From an optimization exercise on the open Yosys and OpenROAD flow, aimed at small area; shortcuts taken in it are not production practice.
In this exercise RTL edits were held to simulation tests only and were not proved equivalent to the original.
Power and IR drop assume default switching activity.

==> design/flow/design.v <==
package mbd_pkg;
  localparam int CHANNELS_DEF = 8;
  localparam int FIELD_W      = 8;
  localparam int DELAY_W      = 16;
  localparam int EN_W         = 8;
  localparam int DATA_W       = 32;
  localparam int ADDR_W       = 3;
  localparam logic [DELAY_W-1:0] DELAY_RST = 16'd50;
  localparam logic REG_DELAY  = 1'b0;
  localparam logic REG_ENABLE = 1'b1;
endpackage
module mbd_cfg (
  input  logic                        clk,
  input  logic                        rst_n,
  input  logic                        psel,
  input  logic                        penable,
  input  logic                        pwrite,
  input  logic [mbd_pkg::ADDR_W-1:0]  paddr,
  input  logic [mbd_pkg::DATA_W-1:0]  pwdata,
  output logic [mbd_pkg::DATA_W-1:0]  prdata,
  output logic                        pready,
  output logic [mbd_pkg::DELAY_W-1:0] delay,
  output logic [mbd_pkg::EN_W-1:0]    enable
);
  logic [mbd_pkg::DELAY_W-1:0] delay_r;
  logic [mbd_pkg::EN_W-1:0]    enable_r;
  logic                        wr;
  logic                        sel;
  assign wr     = psel & penable & pwrite;
  assign sel    = paddr[mbd_pkg::ADDR_W-1];
  assign pready = 1'b1;
  assign delay  = delay_r;
  assign enable = enable_r;
  always_ff @(posedge clk) begin
    if (!rst_n) begin
      delay_r  <= mbd_pkg::DELAY_RST;
      enable_r <= '0;
    end else if (wr) begin
      if (sel == mbd_pkg::REG_DELAY) delay_r  <= pwdata[mbd_pkg::DELAY_W-1:0];
      else                           enable_r <= pwdata[mbd_pkg::EN_W-1:0];
    end
  end
  assign prdata = sel ? {{(mbd_pkg::DATA_W-mbd_pkg::EN_W){1'b0}}, enable_r}
                      : {{(mbd_pkg::DATA_W-mbd_pkg::DELAY_W){1'b0}}, delay_r};
endmodule
module mbd_lane (
  input  logic                        clk,
  input  logic                        step,    
  input  logic                        en,      
  input  logic                        raw,
  input  logic                        clr_p,
  input  logic                        clr_r,
  input  logic [mbd_pkg::DELAY_W-1:0] delay,
  output logic                        last_q,
  output logic                        stable_q,
  output logic                        press_q,
  output logic                        rel_q
);
  logic [mbd_pkg::DELAY_W-1:0] cnt_q;
  logic chg, upd, ge;
  logic [16:0] c;
  always_comb begin
    c[0] = 1'b1;
    for (int k = 0; k < 16; k++) c[k+1] = (cnt_q[k] & ~delay[k]) | (c[k] & (cnt_q[k] | ~delay[k]));
  end
  assign ge = c[16];
  assign chg = raw ^ last_q;
  assign upd = ~chg & (last_q ^ stable_q) & ge;
  always_ff @(posedge clk) begin
    for (int k = 0; k < 16; k++)
      cnt_q[k] <= ~(step & chg) & (cnt_q[k] ^ (step & (&(cnt_q | ~((16'd1 << k) - 16'd1)))));
  end
  always_ff @(posedge clk) begin
    last_q   <= (step & en & raw) | (~step & last_q);
    stable_q <= (step & en & (stable_q ^ upd)) | (~step & stable_q);
    press_q  <= (step & en & ((press_q & ~clr_p) | (upd & raw))) | (~step & press_q);
    rel_q    <= (step & en & ((rel_q & ~clr_r) | (upd & ~raw))) | (~step & rel_q);
  end
endmodule
module multi_button_debouncer #(
  parameter int CHANNELS = mbd_pkg::CHANNELS_DEF
) (
  input  logic                        clk,
  input  logic                        rst_n,
  input  logic                        in_valid,
  output logic                        in_ready,
  input  logic [mbd_pkg::FIELD_W-1:0] in_raw_levels,
  input  logic [mbd_pkg::FIELD_W-1:0] in_clear_pressed,
  input  logic [mbd_pkg::FIELD_W-1:0] in_clear_released,
  output logic                        out_valid,
  input  logic                        out_ready,
  output logic [mbd_pkg::FIELD_W-1:0] out_stable_levels,
  output logic [mbd_pkg::FIELD_W-1:0] out_previous_raw,
  output logic [mbd_pkg::FIELD_W-1:0] out_pressed_flags,
  output logic [mbd_pkg::FIELD_W-1:0] out_released_flags,
  input  logic                        psel,
  input  logic                        penable,
  input  logic                        pwrite,
  input  logic [mbd_pkg::ADDR_W-1:0]  paddr,
  input  logic [mbd_pkg::DATA_W-1:0]  pwdata,
  output logic [mbd_pkg::DATA_W-1:0]  prdata,
  output logic                        pready
);
  localparam int FW = mbd_pkg::FIELD_W;
  logic [mbd_pkg::DELAY_W-1:0] delay;
  logic [mbd_pkg::EN_W-1:0]    enable;
  logic          in_valid_r;
  logic [FW-1:0] raw_r, clr_p_r, clr_r_r;
  logic          out_valid_r;
  logic          adv, step;
  logic [FW-1:0] en;
  mbd_cfg u_cfg (
    .clk     (clk),
    .rst_n   (rst_n),
    .psel    (psel),
    .penable (penable),
    .pwrite  (pwrite),
    .paddr   (paddr),
    .pwdata  (pwdata),
    .prdata  (prdata),
    .pready  (pready),
    .delay   (delay),
    .enable  (enable)
  );
  assign adv      = in_valid_r & (~out_valid_r | out_ready);
  assign in_ready = ~in_valid_r | adv;
  assign step     = adv | ~rst_n;
  assign en       = enable & {FW{rst_n}};
  always_ff @(posedge clk) begin
    if (!rst_n) begin
      in_valid_r <= 1'b0;
    end else if (in_ready) begin
      in_valid_r <= in_valid;
    end
  end
  always_ff @(posedge clk) begin
    if (in_ready) begin
      raw_r   <= in_raw_levels;
      clr_p_r <= in_clear_pressed;
      clr_r_r <= in_clear_released;
    end
  end
  genvar i;
  generate
    for (i = 0; i < FW; i++) begin : g_lane
      mbd_lane u_lane (
        .clk      (clk),
        .step     (step),
        .en       (en[i]),
        .raw      (raw_r[i]),
        .clr_p    (clr_p_r[i]),
        .clr_r    (clr_r_r[i]),
        .delay    (delay),
        .last_q   (out_previous_raw[i]),
        .stable_q (out_stable_levels[i]),
        .press_q  (out_pressed_flags[i]),
        .rel_q    (out_released_flags[i])
      );
    end
  endgenerate
  always_ff @(posedge clk) begin
    if (!rst_n) begin
      out_valid_r <= 1'b0;
    end else if (adv) begin
      out_valid_r <= 1'b1;
    end else if (out_ready) begin
      out_valid_r <= 1'b0;
    end
  end
  assign out_valid = out_valid_r;
endmodule
==> design/flow/flow/run.sh <==
#!/bin/bash
# Standard layout, except: synthesis maps with an area-oriented ABC script
# (flow/abc_area.script, through flow/synth.tcl, which otherwise is the standard flow's
# standard synthesis script); the floorplan removes synthesis buffers (global
# placement is not timing driven); one tie cell per constant; port buffers are
# the smallest buffer; the clock tree uses larger sink clusters without dummy
# loads. Each tool's output is in orfs/logs; make's own output goes to
# make_finish.log.
set -euo pipefail
export MY_ABC_SCRIPT=$PWD/flow/abc_area.script
bash standard.sh \
  "SYNTH_SCRIPT=$PWD/flow/synth.tcl" \
  "REMOVE_ABC_BUFFERS=1" \
  "SKIP_REPAIR_TIE_FANOUT=1" \
  "BUFFER_PORTS_ARGS=-buffer_cell sky130_fd_sc_hd__buf_1" \
  "CTS_ARGS=-sink_clustering_enable -repair_clock_nets -dont_use_dummy_load -sink_clustering_size 32 -sink_clustering_max_diameter 120 -root_buf sky130_fd_sc_hd__clkbuf_8 -buf_list {sky130_fd_sc_hd__clkbuf_16}" \
  finish > make_finish.log 2>&1
==> design/flow/flow/abc_area.script <==
&get -n
&st
&dch
&nf -R 30
&put
==> design/flow/flow/synth.tcl <==
proc synth {args} { yosys synth -nofsm -noshare {*}$args }
proc abc {args} {
  set i [lsearch -exact $args -script]
  if {$i >= 0} { set args [lreplace $args [expr {$i+1}] [expr {$i+1}] $::env(MY_ABC_SCRIPT)] }
  yosys abc {*}$args
}
source $::env(SCRIPTS_DIR)/synth.tcl
# left out here: clear keep_hierarchy, flatten, clean up, hide names made inside functions, write 1_2_yosys.v
==> design/flow/standard.sh <==
#!/bin/bash
# synth_recipe.tcl (not shown) runs the flow's synth.tcl, then flattens the netlist and writes it again
# the make line also repeats each setting of config.mk as NAME=value (left out here)
make -C /OpenROAD-flow-scripts/flow DESIGN_CONFIG=/design/flow/config.mk WORK_HOME=/design/flow/orfs CLKGATE_MAP_FILE= SYNTH_SCRIPT=/design/flow/synth_recipe.tcl "${@:-finish}"
==> design/flow/config.mk <==
export PLATFORM = sky130hd
export DESIGN_NAME = multi_button_debouncer
export DESIGN_NICKNAME = multi_button_debouncer
export VERILOG_FILES = /design/flow/design.v
export SDC_FILE = /design/flow/constraint.sdc
export NUM_CORES = 4
export LEC_CHECK = 0
export CAP_MARGIN = 20
export CORE_MARGIN = 2
export CORE_UTILIZATION = 60
export GPL_TIMING_DRIVEN = 0
export PLACE_DENSITY = 0.75
export SLEW_MARGIN = 20
==> design/flow/constraint.sdc <==
create_clock -name core_clock -period 5.0 [get_ports {clk}]
set_input_delay 1.0000 -clock core_clock [delete_from_list [all_inputs] [get_ports {clk}]]
set_output_delay 1.0000 -clock core_clock [all_outputs]
set_load 0.01 [all_outputs]
==> results of run 1 <==
==> flip-flops by register name, indices dropped and copies added, names as in the netlist, 8 cells and up <==
name,flops
g_lane.u_lane.cnt_q,128
u_cfg.delay_r,16
clr_r_r,8
g_lane.u_lane.rel_q,8
raw_r,8
g_lane.u_lane.stable_q,8
u_cfg.enable_r,8
clr_p_r,8
g_lane.u_lane.last_q,8
g_lane.u_lane.press_q,8
==> synth_stat cells, types with 3 or more instances <==
cell type,number
a221oi_1,5
xnor2_1,41
ha_1,8
o21ai_0,61
dfxtp_1,186
a22o_1,25
xor2_1,3
and4_1,3
maj3_1,27
o22ai_1,35
o21a_1,16
nand2_1,68
clkinv_1,40
a22oi_1,6
nor2_1,127
buf_4,49
nor2b_1,27
o2bb2ai_1,3
nand2b_1,20
nand3_1,16
a311oi_1,3
o211ai_1,4
a211oi_1,8
a21oi_1,89
nor3_1,68
a2bb2oi_1,6
and2_0,15
and3_1,43
o221ai_1,4
o21bai_1,3
edfxtp_1,24
a31oi_1,15
==> power breakdown <==
group / leakage, nW / internal [mW] / total, mW / switching [mW]
clock: 0.108 / 0.310 / 0.807 / 0.497
combinational: 1.67 / 0.171 / 0.353 / 0.182
sequential: 1.76 / 1.80 / 1.90 / 0.0996
==> through the flow <==
stage / cells / util / area [sq um]
floorplan: 1015 / - / 9065
CTS: 1334 / 0.6513 / 9937
global placement: 1323 / 0.6353 / 9693
detailed placement: 1324 / 0.6371 / 9721
global route: 1336 / 0.6532 / 9967
finish: 1336 / 0.6532 / 9967
==> per-layer routing <==
layer	up-vias	wire, microns	track usage
li1	3915	-	-
met1	3620	9115	0.3222
met2	121	9698	0.4183
met3	35	918	0.03014
met4	0	706	0.08568
met5	-	0	0
==> logic make-up after synthesis <==
logic type | after synthesis | share of synthesized area
other | 2 | 0.0007962
AND/OR/NAND/NOR | 389 | 0.1962
multiplexers | 2 | 0.002387
adder cells (fa/ha/maj) | 35 | 0.03926
AO/OA/AOI/OAI | 293 | 0.1945
flip-flops | 210 | 0.4711
XOR/XNOR | 44 | 0.04085
buffers and inverters | 89 | 0.05491
==> path summary, 6_finish.rpt <==
check                                                start                         end  slack [ps]  cells past startpoint
worst max register to register            u_cfg.delay_r[1]    g_lane[1].u_lane.press_q         640                     15
worst max-delay path                      u_cfg.delay_r[1]    g_lane[1].u_lane.press_q         640                     15
worst min-delay path            g_lane[7].u_lane.cnt_q[15]  g_lane[7].u_lane.cnt_q[15]         480                      1
worst min register to register  g_lane[7].u_lane.cnt_q[15]  g_lane[7].u_lane.cnt_q[15]         480                      1
==> area by class of cell <==
type,instances,area (sq um)
well taps,211,264.0
flip-flops and latches,210,4444
clock buffers,10,216.5
fillers,1319,5291
repair buffers,100,409.1
inverters,40,150.1
multi-input cells,765,4483
==> summary.txt, run 1 <==
Synth
  – Sequential-to-total area share from yosys stat: 0.4712
  – Gate Count Post-Synth: 1064
  – Area share of the largest cell type after synthesis: 0.3947
  – Post-synth cell types: 44
  – Top_reg_cell synth: dfxtp_1
  – Post-Synthesis Cell Area: 0.009433 sq mm
  – EDFF count, synth: 24
  – Synth area leaders: dfxtp_1 (39%), edfxtp_1 (7.6%), nor2_1 (5.1%), a21oi_1 (4.7%), buf_4 (3.9%)
  – Yosys reg bits: 210
  – Asr flop ratio synth: 0
  – Yosys top cell by area: dfxtp_1
  – Yosys warns: 3
  – Post-Syn Area per Cell: 8.865 sq um

Clock network
  – CTS tree: done
  – Number of setup buffers added after CTS: 0
  – Total CTS buffers: 10
  – CTS Root Cell: clkbuf_8
  – # resized after CTS: 0
  – CTS H-Tree Depth: 1
  – Clock slew at reported path FFs: 120 ps
  – Clock sinks: 210
  – Worst-Skew Late Latency: 500 ps
  – CTS Buffer Depth: 3
  – Hold buffers post-CTS: 0

Setup path
  – Worst setup EP type: register
  – Arrival @ worst endpoint: 4770 ps
  – CP bufs+invs: 1
  – Crit path launch type: register
  – Crit path kind: register to register
  – Worst EP required: 5410 ps
  – CP peak stage delay: 470 ps
  – Max FO, Critical Path: 8
  – CP top delay family: adder cells
  – Critical path's slowest cell: maj3_1
  – Most Frequent Cell on Critical Path: maj3_1
  – Crit-path cells: clkinv_1 > maj3_1 > maj3_1 > a221oi_1 > o22ai_1 > a21oi_1 > o2bb2ai_1 > maj3_1 > maj3_1 > maj3_1 > o21ai_0 > a21oi_1 > o21ai_0 > o22ai_1 > a22o_1

Placed design
  – Post-DP HPWL: 14660 microns
  – GPL Wtd Cong: 0.8085
  – DP Worst Slack: 576.3 ps
  – Port Buf Inserts: 97

Status
  – Status: complete, no violations

Detailed routing
  – Vias post-DR: 7691
  – Routed WL: 20440 microns
  – Residual DRC count: 0
  – DRT iter0 DRCs: 269
  – Average wire per standard cell: 15.30 microns
  – Vias per cell: 5.757
  – Drt pass-1 iters: 5
  – Routed Antenna Nets: 0

Floorplan
  – Num rows: 45
  – Chip height: 129.4 microns
  – Ports: 133
  – Die ar.: 0.01674 sq mm
  – Die width: 129.4 microns
  – Core area: 0.01526 sq mm
  – Starting Density: 0.6182

STA
  – Hold Slack: 478.0 ps
  – Unrepaired setup endpoints after global routing: false
  – Final Cycle Share: 0.8716
  – PnR worst setup slack: 641.9 ps
  – Slew Viols, Final: 0
  – Slew HR: 0.2867
  – Min Tclk post-route: 4358 ps
  – F_max: 0.2295 GHz
  – Clock skew: 59.60 ps
  – Fin Setup TNS: 0 ps
  – Worst Max-Slew Pin Slew: 1066 ps
  – Final setup fails: 0
  – Endpoints failing hold: 0

Global routing
  – Initial antenna violation count: 0
  – Vias in the first global route: 7108
  – GRT Overall Usage: 0.2450
  – Grt ovf: 0
  – Largest net degree at the start of global routing: 36
  – First-pass GRT wire length: 33300 microns

Min path
  – Hold crit path type: register to register

Layout
  – Syn-to-layout area delta: 5.664%
  – Commonest non-fill, non-tap cells in the layout: dfxtp_1 (186), nor2_1 (125), buf_1 (95), a21oi_1 (88)
  – Commonest non-fill, non-tap cell in the layout: dfxtp_1
  – Nets@finish: 1201
  – Layout cells sized above 1: 0.01778
  – # diodes: 0

Flow run
  – MaxCap Viol Count: 0

Power and ir drop
  – Leak pwr: 3.541 nW
  – Pwr dens: 307.3 mW/mm^2
  – Power, Total: 3.063 mW
  – Max VDD drop: 0.0002403 V
==> run 2: changes to the inputs <==
--- a/design/flow/flow/run.sh
+++ b/design/flow/flow/run.sh
@@ -13,5 +13,5 @@
   "REMOVE_ABC_BUFFERS=1" \
   "SKIP_REPAIR_TIE_FANOUT=1" \
   "BUFFER_PORTS_ARGS=-buffer_cell sky130_fd_sc_hd__buf_1" \
-  "CTS_ARGS=-sink_clustering_enable -repair_clock_nets -dont_use_dummy_load -sink_clustering_size 32 -sink_clustering_max_diameter 120 -root_buf sky130_fd_sc_hd__clkbuf_8 -buf_list {sky130_fd_sc_hd__clkbuf_16}" \
+  "CTS_ARGS=-sink_clustering_enable -repair_clock_nets -dont_use_dummy_load -sink_clustering_size 18 -sink_clustering_max_diameter 60 -buf_list {sky130_fd_sc_hd__clkbuf_8}" \
   finish > make_finish.log 2>&1
==> run 2 against run 1 <==
Still clean. Fmax barely moved. Die area did not move. Synthesized cell count is the same.
==> summary.txt, run 2 <==
Status
  – Status: complete, no violations (unchanged)

Placed design
  – GPL Wtd Cong: 0.8085 (unchanged)
  – Post-DP HPWL: 14660 microns (unchanged)
  – Port Buf Inserts: 97 (unchanged)
  – Post-Place Cells: 1324 (unchanged)

Synth
  – Sequential-to-total area share from yosys stat: 0.4712 (unchanged)
  – Yosys top cell by area: dfxtp_1 (unchanged)
  – EDFF count, synth: 24 (unchanged)
  – Post-Syn Area per Cell: 8.865 sq um (unchanged)
  – Commonest cells post-synth: dfxtp_1 (186), nor2_1 (127), a21oi_1 (89) (unchanged)
  – Yosys warns: 3 (unchanged)
  – Yosys reg bits: 210 (unchanged)
  – Asr flop ratio synth: 0 (unchanged)
  – Top_reg_cell synth: dfxtp_1 (unchanged)
  – Synth area leaders: dfxtp_1 (39%), edfxtp_1 (7.6%), nor2_1 (5.1%), a21oi_1 (4.7%), buf_4 (3.9%) (unchanged)
  – Area share of the largest cell type after synthesis: 0.3947 (unchanged)
  – Post-synth cell types: 44 (unchanged)
  – Gate Count Post-Synth: 1064 (unchanged)
  – Post-Synthesis Cell Area: 0.009433 sq mm (unchanged)
  – Most frequent cell after synthesis: dfxtp_1 (unchanged)

Global routing
  – Initial antenna violation count: 0 (unchanged)
  – Grt ovf: 0 (unchanged)
  – Largest net degree at the start of global routing: 36 (unchanged)
  – Vias in the first global route: 7103 (was 7108)
  – GRT Overall Usage: 0.2472 (was 0.2450)
  – First-pass GRT wire length: 33520 microns (was 33300 microns)

Setup path
  – R2r worst-path depth: 15 (unchanged)
  – Crit path kind: register to register (unchanged)
  – R2r setup slk: 640 ps (about the same)
  – Worst setup EP type: register (unchanged)
  – Max FO, Critical Path: 8 (unchanged)
  – Reg2reg end: g_lane[1].u_lane.press_q (unchanged)
  – Arrival @ worst endpoint: 4750 ps (was 4770 ps)
  – Crit path launch type: register (unchanged)
  – Worst EP required: 5390 ps (was 5410 ps)
  – RR Startpoint: u_cfg.delay_r[1] (unchanged)

Layout
  – Syn-to-layout area delta: 5.757% (was 5.664%)
  – Nets@finish: 1208 (was 1201)
  – Largest reg by FF count: g_lane.u_lane.cnt_q (unchanged)
  – Max reg flops: 128 (unchanged)
  – Final cell count without fillers: 1343 (was 1336)
  – Layout cells sized above 1: 0.02297 (was 0.01778)
  – # diodes: 0 (unchanged)
  – Regs by FF count: g_lane.u_lane.cnt_q x128, u_cfg.delay_r x16 (unchanged)
  – Commonest non-fill, non-tap cell in the layout: dfxtp_1 (unchanged)
  – Commonest non-fill, non-tap cells in the layout: dfxtp_1 (186), nor2_1 (126), buf_1 (95), a21oi_1 (88) (was dfxtp_1 (186), nor2_1 (125), buf_1 (95), a21oi_1 (88))

Detailed routing
  – Average wire per standard cell: 15.42 microns (was 15.30 microns)
  – Residual DRC count: 0 (unchanged)
  – Routed Antenna Nets: 0 (unchanged)
  – Vias post-DR: 7731 (was 7691)
  – DRT iter0 DRCs: 346 (was 269)
  – Routed WL: 20700 microns (was 20440 microns)
  – Vias per cell: 5.757 (about the same)
  – Drt pass-1 iters: 4 (was 5)

Min path
  – Hold Startpoint: g_lane[7].u_lane.cnt_q[15] (unchanged)
  – Hold Path Stages: 1 (unchanged)
  – Worst Hold Path EP: g_lane[7].u_lane.cnt_q[15] (unchanged)
  – Hold crit path type: register to register (unchanged)

Clock network
  – CTS Buffer Depth: 3 (unchanged)
  – CTS Root Cell: clkbuf_8 (unchanged)
  – Hold buffers post-CTS: 0 (unchanged)
  – # resized after CTS: 0 (unchanged)
  – Clock slew at reported path FFs: 110 ps (was 120 ps)
  – CTS H-Tree Depth: 1 (unchanged)
  – Worst-Skew Late Latency: 510 ps (was 500 ps)
  – Total CTS buffers: 16 (was 10)
  – CTS tree: done (unchanged)
  – Number of setup buffers added after CTS: 0 (unchanged)
  – Clock sinks: 210 (unchanged)

STA
  – Clock skew: 32.42 ps (was 59.60 ps)
  – Final setup fails: 0 (unchanged)
  – Slew HR: 0.2927 (was 0.2867)
  – Worst Max-Slew Pin Slew: 1057 ps (was 1066 ps)
  – Final Cycle Share: 0.8723 (was 0.8716)
  – Fin Setup TNS: 0 ps (unchanged)
  – F_max: 0.2293 GHz (was 0.2295 GHz)
  – Endpoints failing hold: 0 (unchanged)
  – Unrepaired setup endpoints after global routing: false (unchanged)
  – Min Tclk post-route: 4361 ps (was 4358 ps)
  – Slew Viols, Final: 0 (unchanged)

Power and ir drop
  – Pwr dens: 306.8 mW/mm^2 (was 307.3 mW/mm^2)
  – Leak pwr: 3.553 nW (was 3.541 nW)
  – Max VDD drop: 0.0002326 V (was 0.0002403 V)

Floorplan
  – Die ar.: 0.01674 sq mm (unchanged)
  – Chip height: 129.4 microns (unchanged)
  – Core area: 0.01526 sq mm (unchanged)
  – Ports: 133 (unchanged)
  – Starting Density: 0.6182 (unchanged)
  – Num rows: 45 (unchanged)
  – Die width: 129.4 microns (unchanged)

Flow run
  – MaxCap Viol Count: 0 (unchanged)
[run 2: cell types whose count changed in the layout (fill, tap and decap cells not counted), sizes merged]
cell	change
clkbuf	+6
buf	+1
[run 2: logic make-up after synthesis]
group	synth area share
adder cells (fa/ha/maj)	0.03926
AND/OR/NAND/NOR	0.1962
flip-flops	0.4711
XOR/XNOR	0.04085
other	0.0007962
multiplexers	0.002387
buffers and inverters	0.05491
AO/OA/AOI/OAI	0.1945
[run 2: layer usage]
metal  track usage  routed length (microns)  vias to the layer above
met5             0                        0                        -
met1        0.3290                     9394                     3652
met3       0.03220                      850                       34
li1              -                        -                     3922
met2        0.4173                     9801                      123
met4       0.08440                      658                        0
[run 2: worst max-delay path by stage]
| stage | from | endpoint | slack, ps | depth (start not counted) |
|---|---|---|---|---|
| floorplan | out_ready | g_lane[0].u_lane.cnt_q[15] | 480 | 13 |
| global placement | rst_n | g_lane[0].u_lane.cnt_q[9] | -2170 | 7 |
| detailed placement | rst_n | g_lane[0].u_lane.cnt_q[15] | 580 | 13 |
| CTS | u_cfg.delay_r[1] | g_lane[1].u_lane.press_q | 590 | 15 |
| global route | u_cfg.delay_r[1] | g_lane[1].u_lane.rel_q | 220 | 15 |
| finish | u_cfg.delay_r[1] | g_lane[1].u_lane.press_q | 640 | 15 |
[run 2: layout make-up]
type | count | area, sq um
Clock buffer | 16 | 220.2
Fill cell | 1317 | 5283
Inverter | 40 | 150.1
Multi-Input combinational cell | 765 | 4481
Sequential cell | 210 | 4444
Tap cell | 211 | 264.0
Timing Repair Buffer | 101 | 416.7
[run 2: worst max-delay path, cell delays in order (launching register included)]
cell,delay [ps]
dfxtp_1,460
clkinv_1,370
maj3_1,470
maj3_1,350
a221oi_1,290
o22ai_1,110
a21oi_1,150
o2bb2ai_1,90
maj3_1,360
maj3_1,360
maj3_1,350
o21ai_0,80
a21oi_1,90
o21ai_0,370
o22ai_1,150
a22o_1,210
[run 2: power by group]
| part | switching, mW | internal (mW) |
|---|---|---|
| logic | 0.183 | 0.172 |
| clock network | 0.513 | 0.290 |
| registers | 0.0993 | 1.80 |
| total | 0.796 | 2.26 |
[run 2: through the flow]
stage / instance area, sq um / hold slack [ps] / util / power (mW) / setup slack [ps]
2_1_floorplan: 9065 / 444.9 / - / 2.183 / 475.9
3_3_place_gp: 9693 / 456.3 / 0.6353 / 2.277 / -2169
3_5_place_dp: 9721 / 459.0 / 0.6371 / 2.293 / 576.3
4_1_cts: 9941 / 477.3 / 0.6515 / 3.082 / 593.3
5_1_grt: 9976 / 500.5 / 0.6538 / 3.203 / 220.6
6_report: 9976 / 475.8 / 0.6538 / 3.060 / 638.5
==> run 3: changes to the inputs <==
==> design/flow/flow/abc_area.script (replaced) <==
strash
dc2
dc2
&get -n
&st
&dch
&nf -R 30
&put
==> run 3 against run 2 <==
Still clean on timing, DRC and antenna. Final cell count is 4.8% lower. Sequential power hardly changed. Synthesized cell count is 3.7% lower. Worst setup slack better by 55 ps. Critical path depth is 1 lower. Die area is 2.1% lower. Sequential share of layout area is 1.1 points higher. Area after synthesis is 2.2% lower. Global-route usage is 2.1 points higher. Non-clock buffer count is 3 lower. Fmax is 1.3% higher. First-iteration DRC count is 74% higher. Highest routed layer unchanged.
==> summary.txt, run 3 <==
Synth
  – Post-synth cell types: 40 (was 44)
  – Post-Synthesis Cell Area: 0.009229 sq mm (was 0.009433 sq mm)
  – Yosys warns: 3 (unchanged)
  – Gate Count Post-Synth: 1025 (was 1064)
  – Commonest cells post-synth: dfxtp_1 (186), o21ai_0 (134), a21oi_1 (116) (was dfxtp_1 (186), nor2_1 (127), a21oi_1 (89))
  – Post-Syn Area per Cell: 9.004 sq um (was 8.865 sq um)
  – Top_reg_cell synth: dfxtp_1 (unchanged)
  – Asr flop ratio synth: 0 (unchanged)
  – Yosys reg bits: 210 (unchanged)
  – EDFF count, synth: 24 (unchanged)
  – Sequential-to-total area share from yosys stat: 0.4816 (was 0.4712)
  – Yosys top cell by area: dfxtp_1 (unchanged)
  – Synth area leaders: dfxtp_1 (40%), edfxtp_1 (7.8%), o21ai_0 (7.3%), a21oi_1 (6.3%), buf_4 (4.0%) (was dfxtp_1 (39%), edfxtp_1 (7.6%), nor2_1 (5.1%), a21oi_1 (4.7%), buf_4 (3.9%))
  – Most frequent cell after synthesis: dfxtp_1 (unchanged)
  – Area share of the largest cell type after synthesis: 0.4035 (was 0.3947)

Flow run
  – MaxCap Viol Count: 0 (unchanged)

Min path
  – Hold crit path type: register to register (unchanged)
  – Hold Startpoint: g_lane[6].u_lane.press_q (was g_lane[7].u_lane.cnt_q[15])
  – Hold Path Stages: 1 (unchanged)
  – Worst Hold Path EP: g_lane[6].u_lane.press_q (was g_lane[7].u_lane.cnt_q[15])

Setup path
  – Crit path launch type: input pin (was register)
  – R2r worst-path depth: 13 (was 15)
  – Worst setup EP type: register (unchanged)
  – Most Frequent Cell on Critical Path: and3_1 (was maj3_1)
  – Launch point of the critical path: out_ready (was u_cfg.delay_r[1])
  – CP bufs+invs: 2 (was 1)
  – CP peak stage delay: 550 ps (was 470 ps)
  – RR Startpoint: out_valid_r (was u_cfg.delay_r[1])
  – Crit path kind: input pin to register (was register to register)
  – Crit-path cells: buf_1 > nor2b_1 > nand2b_1 > and2_4 > inv_4 > and4_1 > and3_1 > and3_1 > and3_1 > and3_1 > and2_0 > and3_1 > and3_1 > nor3_1 (was clkinv_1 > maj3_1 > maj3_1 > a221oi_1 > o22ai_1 > a21oi_1 > o2bb2ai_1 > maj3_1 > maj3_1 > maj3_1 > o21ai_0 > a21oi_1 > o21ai_0 > o22ai_1 > a22o_1)
  – Max FO, Critical Path: 34 (was 8)
  – Reg2reg end: g_lane[1].u_lane.cnt_q[15] (was g_lane[1].u_lane.press_q)
  – CP top delay family: simple AND/OR/NAND/NOR gates (was adder cells)
  – Critical path's slowest cell: and2_4 (was maj3_1)
  – Worst EP required: 5410 ps (was 5390 ps)
  – R2r setup slk: 870 ps (was 640 ps)
  – Arrival @ worst endpoint: 4720 ps (was 4750 ps)

Floorplan
  – Ports: 133 (unchanged)
  – Num rows: 45 (unchanged)
  – Die width: 128.0 microns (was 129.4 microns)
  – Chip height: 128.0 microns (was 129.4 microns)
  – Starting Density: 0.6116 (was 0.6182)
  – Core area: 0.01509 sq mm (was 0.01526 sq mm)
  – Die ar.: 0.01639 sq mm (was 0.01674 sq mm)

Clock network
  – Total CTS buffers: 17 (was 16)
  – CTS tree: done (unchanged)
  – CTS Buffer Depth: 3 (unchanged)
  – Clock slew at reported path FFs: 80 ps (was 110 ps)
  – Clock sinks: 210 (unchanged)
  – CTS H-Tree Depth: 1 (unchanged)
  – CTS Root Cell: clkbuf_8 (unchanged)
  – Worst-Skew Late Latency: 510 ps (about the same)

Detailed routing
  – Drt pass-1 iters: 5 (was 4)
  – Residual DRC count: 0 (unchanged)
  – Vias per cell: 6.099 (was 5.757)
  – Vias post-DR: 7801 (was 7731)
  – DRT iter0 DRCs: 602 (was 346)
  – Routed WL: 22070 microns (was 20700 microns)
  – Routed Antenna Nets: 0 (unchanged)
  – Average wire per standard cell: 17.25 microns (was 15.42 microns)

Layout
  – Nets@finish: 1167 (was 1208)
  – Commonest non-fill, non-tap cells in the layout: dfxtp_1 (186), o21ai_0 (134), a21oi_1 (116), buf_1 (95), nor2_1 (82) (was dfxtp_1 (186), nor2_1 (126), buf_1 (95), a21oi_1 (88))
  – # diodes: 0 (unchanged)
  – Final Cell Area: 0.009729 sq mm (was 0.009976 sq mm)
  – Largest reg by FF count: g_lane.u_lane.cnt_q (unchanged)
  – Layout cells sized above 1: 0.02016 (was 0.02297)
  – Fillers: 1311 (was 1317)
  – Commonest non-fill, non-tap cell in the layout: dfxtp_1 (unchanged)
  – Syn-to-layout area delta: 5.423% (was 5.757%)
  – Max reg flops: 128 (unchanged)
  – Regs by FF count: g_lane.u_lane.cnt_q x128, u_cfg.delay_r x16 (unchanged)

STA
  – PnR worst setup slack: 693.9 ps (was 638.5 ps)
  – Worst Max-Slew Pin Slew: 964.7 ps (was 1057 ps)
  – F_max: 0.2322 GHz (was 0.2293 GHz)
  – Slew HR: 0.3501 (was 0.2927)
  – Clock skew: 57.57 ps (was 32.42 ps)
  – Endpoints failing hold: 0 (unchanged)
  – Slew Viols, Final: 0 (unchanged)
  – Final Cycle Share: 0.8612 (was 0.8723)
  – Fin Setup TNS: 0 ps (unchanged)
  – Min Tclk post-route: 4306 ps (was 4361 ps)
  – Final setup fails: 0 (unchanged)
  – Unrepaired setup endpoints after global routing: false (unchanged)

Power and ir drop
  – Reg power frac: 0.614 (was 0.621)
  – Pwr dens: 318.0 mW/mm^2 (was 306.8 mW/mm^2)
  – Clock share of power: 0.270 (was 0.263)
  – Power, Total: 3.094 mW (was 3.060 mW)
  – Net Sw Frac: 0.2651 (was 0.2600)
  – Cell Int Power: 2.274 mW (was 2.264 mW)
  – Comb pwr share: 0.116 (about the same)
  – Leak pwr: 3.569 nW (was 3.553 nW)
  – Max VDD drop: 0.0002039 V (was 0.0002326 V)
  – Psw: 0.8201 mW (was 0.7957 mW)

Global routing
  – Vias in the first global route: 6956 (was 7103)
  – Grt ovf: 0 (unchanged)
  – Largest net degree at the start of global routing: 36 (unchanged)
  – First-pass GRT wire length: 35150 microns (was 33520 microns)
  – GRT Overall Usage: 0.2679 (was 0.2472)
  – Initial antenna violation count: 0 (unchanged)

Status
  – Status: complete, no violations (unchanged)

Placed design
  – DP Worst Slack: -1096 ps (was 576.3 ps)
  – GPL Wtd Cong: 0.8130 (was 0.8085)
  – Post-DP HPWL: 14460 microns (was 14660 microns)
  – Port Buf Inserts: 97 (unchanged)
  – Placed cell areas: 0.009492 sq mm (was 0.009721 sq mm)
[run 3: cell count changes in the layout (fill, tap and decap cells not counted), sizes merged, moves of 10 or more]
| cell | before | now |
|---|---|---|
| nand2 | 68 | 41 |
| nor3 | 68 | 50 |
| and2 | 15 | 26 |
| a32o | 0 | 13 |
| a21oi | 89 | 116 |
| xnor2 | 41 | 8 |
| a22oi | 6 | 20 |
| maj3 | 27 | 17 |
| nor2 | 127 | 82 |
| o21a | 16 | 5 |
| o21ai | 61 | 134 |
| nor2b | 27 | 8 |
[run 3: cell type report]
class / instances / area, sq um / area share
Tap cell: 188 / 235.2 / 0.02418
Inverter: 34 / 130.1 / 0.01337
Multi-Input combinational cell: 732 / 4292 / 0.4411
Timing Repair Buffer: 98 / 394.1 / 0.04051
Sequential cell: 210 / 4444 / 0.4568
Clock buffer: 17 / 234.0 / 0.02405
[run 3: cells by family after synthesis]
group,synth area share
AO/OA/AOI/OAI,0.2697
XOR/XNOR,0.007592
adder cells (fa/ha/maj),0.02928
buffers and inverters,0.05369
flip-flops,0.4816
other,0.0008138
AND/OR/NAND/NOR,0.1574
[run 3: per-layer routing]
metal / up-vias / share of wire / track usage
met1: 3645 / 0.47 / 0.3776
met4: 0 / 0.017 / 0.05301
met5: - / 0 / 0
li1: 3926 / - / -
met2: 202 / 0.45 / 0.4401
met3: 28 / 0.064 / 0.04424
[run 3: repair_timing]
action / CTS / global route
gates cloned: 0 / 0
hold buffers: 0 / 0
setup endpoints to repair: 40 / 2
hold endpoints to repair: 0 / 0
gates resized for setup: 2 / 1
setup buffers: 0 / 0
[run 3: worst max-delay path by stage]
stage	to	slack (ps)	depth (start not counted)
6_report	g_lane[1].u_lane.cnt_q[15]	690	14
5_1_grt	g_lane[1].u_lane.cnt_q[15]	410	14
4_1_cts	g_lane[1].u_lane.cnt_q[15]	320	14
3_5_place_dp	g_lane[1].u_lane.cnt_q[15]	-1100	14
3_3_place_gp	g_lane[3].u_lane.cnt_q[15]	-2690	12
2_1_floorplan	g_lane[0].u_lane.cnt_q[15]	-300	13
[run 3: metrics by stage]
| stage | utilization | cells | hold WS [ps] |
|---|---|---|---|
| CTS | 0.6447 | 1279 | 472.1 |
| global placement | 0.6269 | 1261 | 456.9 |
| global route | 0.6448 | 1279 | 491.0 |
| floorplan | - | 976 | 452.4 |
| finish | 0.6448 | 1279 | 470.1 |
| detailed placement | 0.6290 | 1262 | 453.1 |
[run 3: power groups by stage]
| stage | clock, mW | sequential (mW) | combinational, mW |
|---|---|---|---|
| after floorplan | 0 | 1.91 | 0.267 |
| after global placement | 0 | 1.93 | 0.346 |
| after detailed placement | 0 | 1.93 | 0.356 |
| after CTS | 0.848 | 1.89 | 0.358 |
| after global routing | 0.905 | 1.92 | 0.405 |
| final | 0.835 | 1.90 | 0.360 |
==> run 4: changes to the inputs <==
==> design/flow/flow/abc_area.script (replaced) <==
strash
dc2
dc2
&get -n
&deepsyn -T 60
&dch
&nf -R 50
&put
==> run 4 against run 3 <==
Hold slack got worse by 8.3 ps. Via count is 3.4% lower. Flip-flop and latch count is the same. Cell area decreased by 1.2%. Fmax shrank 5.6%. Wire length fell by 11%. Combinational power down 8.1%. Largest power group unchanged. Sequential power barely moved.
==> summary.txt, run 4 <==
Placed design
  – Post-DP HPWL: 13990 microns (was 14460 microns)
  – GPL Wtd Cong: 0.8065 (was 0.8130)
  – Port Buf Inserts: 97 (unchanged)
  – DP Worst Slack: 2.220 ps (was -1096 ps)
  – Placed cell areas: 0.009389 sq mm (was 0.009492 sq mm)

STA
  – PnR worst setup slack: 439.8 ps (was 693.9 ps)
  – Clock skew: 43.12 ps (was 57.57 ps)
  – Min Tclk post-route: 4560 ps (was 4306 ps)
  – Final Cycle Share: 0.9120 (was 0.8612)
  – Slew Viols, Final: 0 (unchanged)
  – Hold Slack: 461.8 ps (was 470.1 ps)
  – Worst Max-Slew Pin Slew: 1114 ps (was 964.7 ps)
  – F_max: 0.2193 GHz (was 0.2322 GHz)
  – Unrepaired setup endpoints after global routing: false (unchanged)
  – Endpoints failing hold: 0 (unchanged)
  – Slew HR: 0.2546 (was 0.3501)
  – Final setup fails: 0 (unchanged)

Floorplan
  – Chip height: 127.3 microns (was 128.0 microns)
  – Core area: 0.01503 sq mm (was 0.01509 sq mm)
  – Die width: 127.3 microns (was 128.0 microns)
  – Ports: 133 (unchanged)
  – Die ar.: 0.01622 sq mm (was 0.01639 sq mm)
  – Num rows: 45 (unchanged)
  – Starting Density: 0.6072 (was 0.6116)

Layout
  – Final Cell Area: 0.009610 sq mm (was 0.009729 sq mm)
  – Nets@finish: 1132 (was 1167)
  – Largest reg by FF count: g_lane.u_lane.cnt_q (unchanged)
  – Max reg flops: 128 (unchanged)
  – Regs by FF count: g_lane.u_lane.cnt_q x128, u_cfg.delay_r x16 (unchanged)
  – Commonest non-fill, non-tap cell in the layout: dfxtp_1 (unchanged)
  – Layout cells sized above 1: 0.01894 (was 0.02016)
  – # diodes: 0 (unchanged)
  – Commonest non-fill, non-tap cells in the layout: dfxtp_1 (186), a21oi_1 (103), buf_1 (96), nor2_1 (74), nor3_1 (73) (was dfxtp_1 (186), o21ai_0 (134), a21oi_1 (116), buf_1 (95), nor2_1 (82))
  – Syn-to-layout area delta: 5.291% (was 5.423%)

Clock network
  – Worst-Skew Late Latency: 500 ps (was 510 ps)
  – Clock sinks: 210 (unchanged)
  – Hold buffers post-CTS: 0 (unchanged)
  – CTS H-Tree Depth: 1 (unchanged)
  – CTS tree: done (unchanged)
  – # resized after CTS: 0 (was 2)
  – Number of setup buffers added after CTS: 0 (unchanged)
  – Total CTS buffers: 16 (was 17)
  – CTS Buffer Depth: 3 (unchanged)
  – CTS Root Cell: clkbuf_8 (unchanged)
  – Clock slew at reported path FFs: 100 ps (was 80 ps)

Power and ir drop
  – Pwr dens: 315.2 mW/mm^2 (was 318.0 mW/mm^2)
  – Power, Total: 3.029 mW (was 3.094 mW)
  – Max VDD drop: 0.0002284 V (was 0.0002039 V)
  – Leak pwr: 3.440 nW (was 3.569 nW)

Global routing
  – Initial antenna violation count: 0 (unchanged)
  – GRT Overall Usage: 0.2414 (was 0.2679)
  – Vias in the first global route: 6733 (was 6956)
  – Largest net degree at the start of global routing: 47 (was 36)
  – Grt ovf: 0 (unchanged)
  – First-pass GRT wire length: 32440 microns (was 35150 microns)

Setup path
  – Max FO, Critical Path: 46 (was 34)
  – R2r setup slk: 870 ps (about the same)
  – Most Frequent Cell on Critical Path: and3_1 (unchanged)
  – Worst EP required: 5440 ps (was 5410 ps)
  – Crit path launch type: input pin (unchanged)
  – Launch point of the critical path: rst_n (was out_ready)
  – R2r worst-path depth: 15 (was 13)
  – Crit-path cells: buf_1 > and2_2 > buf_16 > clkinv_2 > and4_1 > and3_1 > and3_1 > and3_1 > and3_1 > and2_0 > and3_1 > and2_0 > a21oi_1 > o21a_1 (was buf_1 > nor2b_1 > nand2b_1 > and2_4 > inv_4 > and4_1 > and3_1 > and3_1 > and3_1 > and3_1 > and2_0 > and3_1 > and3_1 > nor3_1)
  – CP peak stage delay: 520 ps (was 550 ps)
  – Reg2reg end: g_lane[5].u_lane.cnt_q[15] (was g_lane[1].u_lane.cnt_q[15])
  – Critical path's slowest cell: clkinv_2 (was and2_4)
  – Arrival @ worst endpoint: 5000 ps (was 4720 ps)
  – Crit path kind: input pin to register (unchanged)
  – Worst setup EP type: register (unchanged)
  – RR Startpoint: out_valid_r (unchanged)
  – CP bufs+invs: 3 (was 2)
  – CP top delay family: simple AND/OR/NAND/NOR gates (unchanged)

Synth
  – Commonest cells post-synth: dfxtp_1 (186), a21oi_1 (103), nor2_1 (74) (was dfxtp_1 (186), o21ai_0 (134), a21oi_1 (116))
  – Yosys warns: 3 (unchanged)
  – XOR/XNOR Fraction of Synth Area: 0.01247 (was 0.007592)
  – Yosys top cell by area: dfxtp_1 (unchanged)
  – Top_reg_cell synth: dfxtp_1 (unchanged)
  – Most frequent cell after synthesis: dfxtp_1 (unchanged)
  – EDFF count, synth: 24 (unchanged)
  – Largest family of logic cells by synthesized area: compound AO/OA/AOI/OAI gates (unchanged)
  – Asr flop ratio synth: 0 (unchanged)
  – Synth area leaders: dfxtp_1 (41%), edfxtp_1 (7.9%), a21oi_1 (5.6%), o22ai_1 (4.2%), buf_4 (4.0%) (was dfxtp_1 (40%), edfxtp_1 (7.8%), o21ai_0 (7.3%), a21oi_1 (6.3%), buf_4 (4.0%))
  – Synth Area in Simple Gates: 0.1746 (was 0.1574)
  – Post-Synth Adder-Cell Area: 0.02413 (was 0.02928)
  – Gate Count Post-Synth: 991 (was 1025)
  – Sequential-to-total area share from yosys stat: 0.4869 (was 0.4816)
  – Yosys reg bits: 210 (unchanged)
  – Post-synth cell types: 46 (was 40)
  – Multiplexer share of the synthesized area: 0 (unchanged)
  – Post-Synthesis Cell Area: 0.009128 sq mm (was 0.009229 sq mm)
  – Compound-Gate Fraction of Synth Area: 0.2484 (was 0.2697)
  – Area share of the largest cell type after synthesis: 0.4080 (was 0.4035)
  – Post-Syn Area per Cell: 9.210 sq um (was 9.004 sq um)

Status
  – Status: complete, no violations (unchanged)

Flow run
  – MaxCap Viol Count: 0 (unchanged)

Min path
  – Hold Path Stages: 1 (unchanged)
  – Hold Startpoint: g_lane[6].u_lane.press_q (unchanged)
  – Hold crit path type: register to register (unchanged)
  – Worst Hold Path EP: g_lane[6].u_lane.press_q (unchanged)

Detailed routing
  – DRT iter0 DRCs: 554 (was 602)
  – Drt pass-1 iters: 5 (unchanged)
  – Residual DRC count: 0 (unchanged)
  – Routed WL: 19540 microns (was 22070 microns)
  – Routed Antenna Nets: 0 (unchanged)
  – Vias per cell: 6.056 (was 6.099)
  – Average wire per standard cell: 15.71 microns (was 17.25 microns)
  – Vias post-DR: 7534 (was 7801)
[run 4: cell count changes in the layout (fill, tap and decap cells not counted), sizes merged, moves of 6 or more]
cell and change:
a21oi -13, a22o +12, a2bb2oi -6, and3 -6, nand2 +16, nor2 -8, nor3 +23, o21a +14
o21ai -91, o22ai +26
[run 4: worst max path at each step]
| stage | end | slack [ps] | cells after the start |
|---|---|---|---|
| after floorplan | g_lane[6].u_lane.cnt_q[15] | -450 | 14 |
| after global placement | g_lane[7].u_lane.cnt_q[15] | -2540 | 13 |
| after detailed placement | g_lane[5].u_lane.cnt_q[15] | 2 | 14 |
| after CTS | g_lane[5].u_lane.cnt_q[15] | 520 | 14 |
| after global routing | g_lane[7].u_lane.cnt_q[15] | 200 | 14 |
| final | g_lane[5].u_lane.cnt_q[15] | 440 | 14 |
[run 4: logic make-up after synthesis]
family	Yosys count
adder cells (fa/ha/maj)	20
flip-flops	210
AND/OR/NAND/NOR	320
buffers and inverters	79
other	2
AO/OA/AOI/OAI	347
XOR/XNOR	13
[run 4: worst register-to-register path: stages (launching register included)]
cell      delay (ps)
dfxtp_1          360
nand2b_1          70
nand2_1           60
and2_2           330
buf_16           220
clkinv_2         540
and4_1           550
and3_1           250
and3_1           230
and3_1           240
and3_1           220
and2_0           230
and3_1           240
and2_0           200
a21oi_1          180
o21a_1           140
[run 4: final cells by class]
cell class | instances | area [sq um]
clock buffers | 16 | 220.2
fillers | 1296 | 5423
inverters | 30 | 113.9
multi-input cells | 702 | 4204
flip-flops and latches | 210 | 4444
well taps | 188 | 235.2
repair buffers | 98 | 392.9
[run 4: metrics by stage]
step	utilization	std cells	setup TNS, ps
after global routing	0.6393	1244	0
after floorplan	-	942	-7877
after global placement	0.6226	1227	-211000
after CTS	0.6392	1244	0
final	0.6393	1244	0
after detailed placement	0.6246	1228	0
[run 4: where the power goes]
group / internal, mW / switching (mW)
clock network: 0.290 / 0.509
registers: 1.80 / 0.101
logic: 0.156 / 0.174
[run 4: routing by layer]
layer | global-route usage | vias up | part of all wire
li1 | - | 3830 | -
met1 | 0.3568 | 3474 | 0.49
met2 | 0.3586 | 202 | 0.42
met3 | 0.04983 | 28 | 0.074
met4 | 0.07046 | 0 | 0.021
met5 | 0 | - | 0
==> run 5: changes to the inputs <==
==> design/flow/flow/abc_area.script (replaced) <==
strash
dc2
dc2
&get -n
&deepsyn -T 60
&dch
&nf -R 30
&put
==> run 5 against run 4 <==
First-iteration DRC count shrank 4.7%. Sequential share of layout area down 0.15 points. Clock skew grew 4.9 ps. Core utilization rose by 0.21 points. Cell area rose by 0.33%. Wire length is 4.0% higher. Via count up 0.53%.
==> summary.txt, run 5 <==
Status
  – Status: complete, no violations (unchanged)

Floorplan
  – Num rows: 45 (unchanged)
  – Starting Density: 0.6091 (was 0.6072)
  – Die ar.: 0.01627 sq mm (was 0.01622 sq mm)
  – Die width: 127.5 microns (was 127.3 microns)
  – Core area: 0.01503 sq mm (unchanged)
  – Chip height: 127.5 microns (was 127.3 microns)
  – Ports: 133 (unchanged)

Detailed routing
  – Top layer in use: met4 (unchanged)
  – Vias post-DR: 7574 (was 7534)
  – Residual DRC count: 0 (unchanged)
  – DRT iter0 DRCs: 528 (was 554)
  – Post-Route M1 WL: 10050 microns (was 9557 microns)
  – Metal2 WL: 8687 microns (was 8128 microns)
  – Routed Antenna Nets: 0 (unchanged)
  – Average wire per standard cell: 16.31 microns (was 15.71 microns)
  – Routed WL: 20320 microns (was 19540 microns)
  – Vias per cell: 6.079 (was 6.056)
  – Drt pass-1 iters: 5 (unchanged)
  – Met3 wire len: 1267 microns (was 1455 microns)

Clock network
  – # resized after CTS: 0 (unchanged)
  – CTS Root Cell: clkbuf_8 (unchanged)
  – CTS H-Tree Depth: 1 (unchanged)
  – Clock sinks: 210 (unchanged)
  – Hold buffers post-CTS: 0 (unchanged)
  – Number of setup buffers added after CTS: 0 (unchanged)
  – Clock slew at reported path FFs: 90 ps (was 100 ps)
  – Worst-Skew Late Latency: 510 ps (was 500 ps)
  – CTS Buffer Depth: 3 (unchanged)
  – Total CTS buffers: 16 (unchanged)
  – CTS tree: done (unchanged)

Synth
  – Multiplexer share of the synthesized area: 0 (unchanged)
  – Post-Synth Adder-Cell Area: 0.01968 (was 0.02413)
  – EDFF count, synth: 24 (unchanged)
  – Commonest cells post-synth: dfxtp_1 (186), a21oi_1 (96), nor2_1 (76) (was dfxtp_1 (186), a21oi_1 (103), nor2_1 (74))
  – Gate Count Post-Synth: 993 (was 991)
  – Area share of the largest cell type after synthesis: 0.4067 (was 0.4080)
  – Yosys reg bits: 210 (unchanged)
  – Top_reg_cell synth: dfxtp_1 (unchanged)
  – Largest family of logic cells by synthesized area: compound AO/OA/AOI/OAI gates (unchanged)
  – Post-Synthesis Cell Area: 0.009156 sq mm (was 0.009128 sq mm)
  – Synth Area in Simple Gates: 0.1783 (was 0.1746)
  – Yosys top cell by area: dfxtp_1 (unchanged)
  – Post-Syn Area per Cell: 9.221 sq um (was 9.210 sq um)
  – Compound-Gate Fraction of Synth Area: 0.2525 (was 0.2484)
  – Synth area leaders: dfxtp_1 (41%), edfxtp_1 (7.9%), a21oi_1 (5.2%), nor3_1 (4.1%), o22ai_1 (4.0%) (was dfxtp_1 (41%), edfxtp_1 (7.9%), a21oi_1 (5.6%), o22ai_1 (4.2%), buf_4 (4.0%))
  – XOR/XNOR Fraction of Synth Area: 0.01244 (was 0.01247)
  – Sequential-to-total area share from yosys stat: 0.4854 (was 0.4869)
  – Most frequent cell after synthesis: dfxtp_1 (unchanged)
  – Asr flop ratio synth: 0 (unchanged)
  – Yosys warns: 3 (unchanged)
  – Post-synth cell types: 45 (was 46)

Power and ir drop
  – Max VDD drop: 0.0002581 V (was 0.0002284 V)
  – Pwr dens: 314.6 mW/mm^2 (was 315.2 mW/mm^2)
  – Leak pwr: 3.467 nW (was 3.440 nW)

Layout
  – Commonest non-fill, non-tap cells in the layout: dfxtp_1 (186), a21oi_1 (96), buf_1 (96), nor2_1 (75), nor3_1 (75) (was dfxtp_1 (186), a21oi_1 (103), buf_1 (96), nor2_1 (74), nor3_1 (73))
  – Syn-to-layout area delta: 5.302% (was 5.291%)
  – Regs by FF count: g_lane.u_lane.cnt_q x128, u_cfg.delay_r x16 (unchanged)
  – # diodes: 0 (unchanged)
  – Nets@finish: 1134 (was 1132)
  – Largest reg by FF count: g_lane.u_lane.cnt_q (unchanged)
  – Commonest non-fill, non-tap cell in the layout: dfxtp_1 (unchanged)
  – Layout cells sized above 1: 0.01985 (was 0.01894)
  – Max reg flops: 128 (unchanged)

Setup path
  – Worst setup EP type: register (unchanged)
  – RR Startpoint: out_valid_r (unchanged)
  – Crit path kind: input pin to register (unchanged)
  – Max FO, Critical Path: 46 (unchanged)
  – Worst EP required: 5460 ps (was 5440 ps)
  – Arrival @ worst endpoint: 5030 ps (was 5000 ps)
  – Crit path to: g_lane[7].u_lane.cnt_q[15] (was g_lane[5].u_lane.cnt_q[15])
  – Crit path launch type: input pin (unchanged)
  – Reg2reg end: g_lane[7].u_lane.cnt_q[15] (was g_lane[5].u_lane.cnt_q[15])
  – R2r worst-path depth: 15 (unchanged)
  – R2r setup slk: 770 ps (was 870 ps)
  – Launch point of the critical path: rst_n (unchanged)

STA
  – Clock skew: 48.07 ps (was 43.12 ps)
  – Slew HR: 0.3256 (was 0.2546)
  – Slew Viols, Final: 0 (unchanged)
  – Hold Slack: 447.4 ps (was 461.8 ps)
  – Fin Setup TNS: 0 ps (unchanged)
  – Final setup fails: 0 (unchanged)
  – Worst Max-Slew Pin Slew: 1008 ps (was 1114 ps)
  – Min Tclk post-route: 4569 ps (was 4560 ps)
  – F_max: 0.2189 GHz (was 0.2193 GHz)
  – Final Cycle Share: 0.9137 (was 0.9120)
  – Endpoints failing hold: 0 (unchanged)
  – Unrepaired setup endpoints after global routing: false (unchanged)

Global routing
  – Initial antenna violation count: 0 (unchanged)
  – GRT Overall Usage: 0.2487 (was 0.2414)
  – Largest net degree at the start of global routing: 47 (unchanged)
  – Vias in the first global route: 6880 (was 6733)
  – Grt ovf: 0 (unchanged)
  – First-pass GRT wire length: 33440 microns (was 32440 microns)

Flow run
  – MaxCap Viol Count: 0 (unchanged)

Placed design
  – GPL Wtd Cong: 0.7973 (was 0.8065)
  – Port Buf Inserts: 97 (unchanged)
  – Post-DP HPWL: 14370 microns (was 13990 microns)

Min path
  – Hold crit path type: register to register (unchanged)
## run 5: cell types whose count changed after synthesis, sizes merged, moves of 3 or more
cell	before	now
a22oi	19	25
maj3	12	8
a21oi	103	96
clkinv	30	26
a2bb2oi	4	7
a21boi	0	5
## run 5: critical path, cell delays in order
cell	delay, ps
buf_1	260
and2_2	530
buf_16	220
clkinv_2	530
and4_1	530
and3_1	230
and2_0	220
and3_1	230
and2_0	230
and3_1	270
and3_1	240
and3_1	230
a21oi_1	150
o21a_1	130
## run 5: per-stage QoR
stage	std cells	setup WS, ps	instance area [sq um]	util	power (mW)
after CTS	1246	495.2	9642	0.6414	3.051
after global placement	1229	-2630	9388	0.6245	2.245
after detailed placement	1230	-37.01	9422	0.6267	2.264
after floorplan	944	-446.7	8788	-	2.161
final	1246	431.3	9642	0.6414	3.033
after global routing	1246	77.98	9642	0.6414	3.174
## run 5: cells by family after synthesis
logic type	after synthesis
compound gates	350
xor+xnor	13
simple gates	327
buf+inv	75
fa+ha+maj	16
other cells	2
flops	210
## run 5: layer usage
layer | vias to the layer above | track usage
met5 | - | 0
met4 | 0 | 0.04783
met3 | 26 | 0.04648
met2 | 197 | 0.3872
met1 | 3485 | 0.3655
li1 | 3866 | -
## run 5: cell type report
cell class,count,area (sq um)
fill,1289,5391
sequential,210,4444
multi-input combinational,708,4250
timing repair buffer,98,392.9
tap,188,235.2
clock buffer,16,220.2
inverter,26,98.84
## run 5: worst min-delay path by stage
stage	cells after the start	slack [ps]	from	to
floorplan	1	450	u_cfg.delay_r[10]	u_cfg.delay_r[10]
global placement	2	440	g_lane[0].u_lane.press_q	g_lane[0].u_lane.press_q
detailed placement	2	440	g_lane[2].u_lane.press_q	g_lane[2].u_lane.press_q
CTS	2	450	g_lane[0].u_lane.press_q	g_lane[0].u_lane.press_q
global route	2	470	g_lane[0].u_lane.press_q	g_lane[0].u_lane.press_q
finish	2	450	g_lane[0].u_lane.press_q	g_lane[0].u_lane.press_q
## run 5: power by group
group | internal, mW | switching, mW
clock | 0.290 | 0.511
combinational | 0.159 | 0.176
sequential | 1.80 | 0.0980
==> run 6: changes to the inputs <==
--- a/design/flow/design.v
+++ b/design/flow/design.v
@@ -143,19 +143,26 @@
   genvar i;
   generate
     for (i = 0; i < FW; i++) begin : g_lane
-      mbd_lane u_lane (
-        .clk      (clk),
-        .step     (step),
-        .en       (en[i]),
-        .raw      (raw_r[i]),
-        .clr_p    (clr_p_r[i]),
-        .clr_r    (clr_r_r[i]),
-        .delay    (delay),
-        .last_q   (out_previous_raw[i]),
-        .stable_q (out_stable_levels[i]),
-        .press_q  (out_pressed_flags[i]),
-        .rel_q    (out_released_flags[i])
-      );
+      if (i < CHANNELS) begin : g_on
+        mbd_lane u_lane (
+          .clk      (clk),
+          .step     (step),
+          .en       (en[i]),
+          .raw      (raw_r[i]),
+          .clr_p    (clr_p_r[i]),
+          .clr_r    (clr_r_r[i]),
+          .delay    (delay),
+          .last_q   (out_previous_raw[i]),
+          .stable_q (out_stable_levels[i]),
+          .press_q  (out_pressed_flags[i]),
+          .rel_q    (out_released_flags[i])
+        );
+      end else begin : g_off
+        assign out_previous_raw[i]   = 1'b0;
+        assign out_stable_levels[i]  = 1'b0;
+        assign out_pressed_flags[i]  = 1'b0;
+        assign out_released_flags[i] = 1'b0;
+      end
     end
   endgenerate
   always_ff @(posedge clk) begin
--- a/design/flow/flow/run.sh
+++ b/design/flow/flow/run.sh
@@ -13,5 +13,5 @@
   "REMOVE_ABC_BUFFERS=1" \
   "SKIP_REPAIR_TIE_FANOUT=1" \
   "BUFFER_PORTS_ARGS=-buffer_cell sky130_fd_sc_hd__buf_1" \
-  "CTS_ARGS=-sink_clustering_enable -repair_clock_nets -dont_use_dummy_load -sink_clustering_size 18 -sink_clustering_max_diameter 60 -buf_list {sky130_fd_sc_hd__clkbuf_8}" \
+  "CTS_ARGS=-sink_clustering_enable -repair_clock_nets -dont_use_dummy_load -sink_clustering_size 24 -sink_clustering_max_diameter 50 -root_buf sky130_fd_sc_hd__clkbuf_4 -buf_list {sky130_fd_sc_hd__clkbuf_4 sky130_fd_sc_hd__clkbuf_8 sky130_fd_sc_hd__clkbuf_16}" \
   finish > make_finish.log 2>&1
==> design/flow/flow/abc_area.script (replaced) <==
strash
dc2
dc2
&get -n
&deepsyn -T 60
&dch
&nf -R 50
&put
==> run 6 against run 5 <==
Combinational power shrank 1%. Sequential share of layout area is 1.2 points lower. Clock-buffer cell count is 6 higher. Cell area is 2.6% higher. Via count shrank 0.46%. Synthesized cell count shrank 0.20%. Highest routed layer unchanged. Largest power group unchanged. Flip-flop and latch count unchanged. Final cell count increased by 0.40%. Sequential power hardly changed.
==> summary.txt, run 6 <==
STA
  – Unrepaired setup endpoints after global routing: false (unchanged)
  – Slew HR: 0.2873 (was 0.3256)
  – Final Cycle Share: 0.8651 (was 0.9137)
  – Min Tclk post-route: 4326 ps (was 4569 ps)
  – Worst Max-Slew Pin Slew: 1065 ps (was 1008 ps)
  – Clock skew: 115.4 ps (was 48.07 ps)
  – Slew Viols, Final: 0 (unchanged)
  – F_max: 0.2312 GHz (was 0.2189 GHz)
  – Endpoints failing hold: 0 (unchanged)
  – Final setup fails: 0 (unchanged)

Synth
  – Sequential-to-total area share from yosys stat: 0.4869 (was 0.4854)
  – Most frequent cell after synthesis: dfxtp_1 (unchanged)
  – Yosys reg bits: 210 (unchanged)
  – Post-synth cell types: 46 (was 45)
  – Gate Count Post-Synth: 991 (was 993)
  – Area share of the largest cell type after synthesis: 0.4080 (was 0.4067)
  – Yosys warns: 3 (unchanged)
  – Synth area leaders: dfxtp_1 (41%), edfxtp_1 (7.9%), a21oi_1 (5.6%), o22ai_1 (4.2%), buf_4 (4.0%) (was dfxtp_1 (41%), edfxtp_1 (7.9%), a21oi_1 (5.2%), nor3_1 (4.1%), o22ai_1 (4.0%))
  – EDFF count, synth: 24 (unchanged)
  – Asr flop ratio synth: 0 (unchanged)
  – Commonest cells post-synth: dfxtp_1 (186), a21oi_1 (103), nor2_1 (74) (was dfxtp_1 (186), a21oi_1 (96), nor2_1 (76))
  – Post-Synthesis Cell Area: 0.009128 sq mm (was 0.009156 sq mm)
  – Yosys top cell by area: dfxtp_1 (unchanged)
  – Top_reg_cell synth: dfxtp_1 (unchanged)
  – Post-Syn Area per Cell: 9.210 sq um (was 9.221 sq um)

Layout
  – Final cell count without fillers: 1251 (was 1246)
  – Fillers: 1256 (was 1289)
  – Commonest non-fill, non-tap cells in the layout: dfxtp_1 (186), a21oi_1 (103), buf_1 (96), nor2_1 (74), nor3_1 (73) (was dfxtp_1 (186), a21oi_1 (96), buf_1 (96), nor2_1 (75), nor3_1 (75))
  – Final Cell Area: 0.009891 sq mm (was 0.009642 sq mm)
  – Layout cells sized above 1: 0.02448 (was 0.01985)
  – Largest reg by FF count: g_lane.g_on.u_lane.cnt_q (was g_lane.u_lane.cnt_q)
  – Max reg flops: 128 (unchanged)
  – Nets@finish: 1138 (was 1134)
  – Regs by FF count: g_lane.g_on.u_lane.cnt_q x128, u_cfg.delay_r x16 (was g_lane.u_lane.cnt_q x128, u_cfg.delay_r x16)
  – Commonest non-fill, non-tap cell in the layout: dfxtp_1 (unchanged)
  – Syn-to-layout area delta: 8.362% (was 5.302%)

Power and ir drop
  – Leak pwr: 3.573 nW (was 3.467 nW)
  – Psw: 0.8540 mW (was 0.7852 mW)
  – Cell Int Power: 2.634 mW (was 2.248 mW)
  – Comb pwr share: 0.095 (was 0.111)
  – Reg power frac: 0.546 (was 0.625)
  – Pwr dens: 352.6 mW/mm^2 (was 314.6 mW/mm^2)
  – Net Sw Frac: 0.2449 (was 0.2589)
  – Max VDD drop: 0.0002400 V (was 0.0002581 V)
  – Clock share of power: 0.359 (was 0.264)

Setup path
  – R2r worst-path depth: 18 (was 15)
  – R2r setup slk: 940 ps (was 770 ps)
  – Launch point of the critical path: rst_n (unchanged)
  – Arrival @ worst endpoint: 4940 ps (was 5030 ps)
  – Crit path to: g_lane[3].g_on.u_lane.cnt_q[15] (was g_lane[7].u_lane.cnt_q[15])
  – Worst setup EP type: register (unchanged)
  – Reg2reg end: g_lane[3].g_on.u_lane.stable_q (was g_lane[7].u_lane.cnt_q[15])
  – Worst EP required: 5620 ps (was 5460 ps)
  – RR Startpoint: u_cfg.delay_r[1] (was out_valid_r)
  – Crit path launch type: input pin (unchanged)
  – Crit path kind: input pin to register (unchanged)
  – Max FO, Critical Path: 46 (unchanged)

Floorplan
  – Die ar.: 0.01622 sq mm (was 0.01627 sq mm)
  – Core area: 0.01503 sq mm (unchanged)
  – Chip height: 127.3 microns (was 127.5 microns)
  – Starting Density: 0.6072 (was 0.6091)
  – Num rows: 45 (unchanged)
  – Ports: 133 (unchanged)
  – Die width: 127.3 microns (was 127.5 microns)

Detailed routing
  – Drt pass-1 iters: 5 (unchanged)
  – Average wire per standard cell: 15.88 microns (was 16.31 microns)
  – DRT iter0 DRCs: 495 (was 528)
  – Vias post-DR: 7539 (was 7574)
  – Routed Antenna Nets: 0 (unchanged)
  – Routed WL: 19860 microns (was 20320 microns)
  – Vias per cell: 6.026 (was 6.079)
  – Residual DRC count: 0 (unchanged)

Global routing
  – Initial antenna violation count: 1 (was 0)
  – GRT Overall Usage: 0.2455 (was 0.2487)
  – Grt ovf: 0 (unchanged)
  – Vias in the first global route: 6890 (was 6880)
  – Largest net degree at the start of global routing: 47 (unchanged)
  – First-pass GRT wire length: 33130 microns (was 33440 microns)

Clock network
  – Number of setup buffers added after CTS: 0 (unchanged)
  – Clock sinks: 210 (unchanged)
  – Total CTS buffers: 22 (was 16)
  – CTS Buffer Depth: 3 (unchanged)
  – CTS tree: done (unchanged)
  – # resized after CTS: 0 (unchanged)
  – Hold buffers post-CTS: 0 (unchanged)
  – CTS Root Cell: clkbuf_4 (was clkbuf_8)
  – Clock slew at reported path FFs: 80 ps (was 90 ps)
  – CTS H-Tree Depth: 1 (unchanged)
  – Worst-Skew Late Latency: 780 ps (was 510 ps)

Placed design
  – GPL Wtd Cong: 0.8065 (was 0.7973)
  – Port Buf Inserts: 97 (unchanged)
  – Post-Place Cells: 1228 (was 1230)
  – Placed cell areas: 0.009389 sq mm (was 0.009422 sq mm)
  – Post-DP HPWL: 13990 microns (was 14370 microns)

Flow run
  – MaxCap Viol Count: 0 (unchanged)

Min path
  – Hold Path Stages: 1 (was 2)
  – Hold crit path type: input pin to register (was register to register)

Status
  – Status: complete, no violations (unchanged)
## run 6: layout make-up
cell class / instances / area (sq um) / share of cell area
inverter: 30 / 113.9 / 0.01151
tap: 188 / 235.2 / 0.02378
timing repair buffer: 98 / 392.9 / 0.03972
sequential: 210 / 4444 / 0.4493
multi-input combinational: 702 / 4204 / 0.4250
antenna: 1 / 2.502 / 0.0002530
clock buffer: 22 / 498.0 / 0.05035
## run 6: stage by stage
step                utilization  setup TNS [ps]  worst slack [ps]  total power, mW  hold WS [ps]
floorplan                     -           -7877            -445.4            2.164         450.3
global placement         0.6226         -211000             -2544            2.248         434.0
detailed placement       0.6246               0             2.220            2.264         438.2
CTS                      0.6577               0             729.0            3.511         351.8
global route             0.6579               0             431.0            3.643         368.9
finish                   0.6579               0             674.3            3.488         379.1
## run 6: worst max-delay path, stage by stage
cell and delay (ps):
buf_1 330, and2_2 430, buf_16 220, clkinv_2 520
and4_1 520, and3_1 240, and3_1 230, and3_1 240
and3_1 230, and2_0 230, and3_1 240, and2_0 200
a21oi_1 150, o21a_1 130
## run 6: power groups by stage
stage / clock [mW] / sequential, mW / combinational, mW
final: 1.25 / 1.90 / 0.331
after global routing: 1.35 / 1.92 / 0.378
after CTS: 1.28 / 1.90 / 0.332
after detailed placement: 0 / 1.93 / 0.330
after global placement: 0 / 1.93 / 0.316
after floorplan: 0 / 1.91 / 0.253
## run 6: logic make-up (layout without fill, tap and decap cells)
family                     count (synthesis)  in the layout  synth area share
AOI/OAI and AO/OA                        347            347            0.2484
xor gates and xnor gates                  13             13           0.01247
adders and majority gates                 20             20           0.02413
buffers and inverters                     79            150           0.05264
DFF                                      210            210            0.4869
other                                      2              3         0.0008228
and+or+nand+nor                          320            320            0.1746
## run 6: worst min path at each step
stage / startpoint / slack (ps) / endpoint
final: in_raw_levels[1] / 380 / raw_r[1]
after global routing: in_clear_pressed[1] / 370 / clr_p_r[1]
after CTS: in_raw_levels[1] / 350 / raw_r[1]
after detailed placement: g_lane[7].g_on.u_lane.press_q / 440 / g_lane[7].g_on.u_lane.press_q
after global placement: g_lane[7].g_on.u_lane.press_q / 430 / g_lane[7].g_on.u_lane.press_q
after floorplan: u_cfg.delay_r[10] / 450 / u_cfg.delay_r[10]
## run 6: layer usage
metal,share of wire,global-route usage,up-vias
met1,0.50,0.3649,3491
met2,0.43,0.3750,179
met5,0,0,-
met3,0.057,0.03853,24
met4,0.017,0.06464,0
li1,-,-,3845

afterwards: timing with drivers on the ports:
The flow's constraints put no driver on any port. The routed layouts listed below were extracted and timed again, unchanged, in two steps.
Step 1, drivers: a clkbuf_16 drives clk and a buf_2 each remaining input, both assumed.
Step 2 also shifts input and output timing later by t, the mid clock arrival at the registers, as if the neighbouring blocks saw the same clock.
a / b / c = ideal ports / drivers / drivers and shift; a / b = the first two.
| run | shift t [ns] | slack for setup (ns) | worst setup path at the end | clock arrival spread, ns |
|---|---|---|---|---|
| run 1 | 0.512 | 0.642 / 0.642 / 0.582 | input to register | 0.063 / 0.063 |
| run 2 | 0.536 | 0.639 / 0.639 / 0.552 | input to register | 0.033 / 0.033 |
| run 3 | 0.525 | 0.694 / 0.714 / 0.189 | input to register | 0.058 / 0.058 |
| run 4 | 0.528 | 0.440 / 0.458 / -0.070 | input to register | 0.056 / 0.055 |
| run 5 | 0.525 | 0.431 / 0.446 / -0.079 | input to register | 0.050 / 0.050 |
| run 6 | 0.758 | 0.674 / 0.691 / -0.067 | input to register | 0.121 / 0.121 |
With both steps, setup timing fails in run 4, run 5 and run 6, where it was met with ideal ports. The setup slack of run 6, which loses most, moves by +0.017 ns with the drivers and by -0.741 ns with both steps.
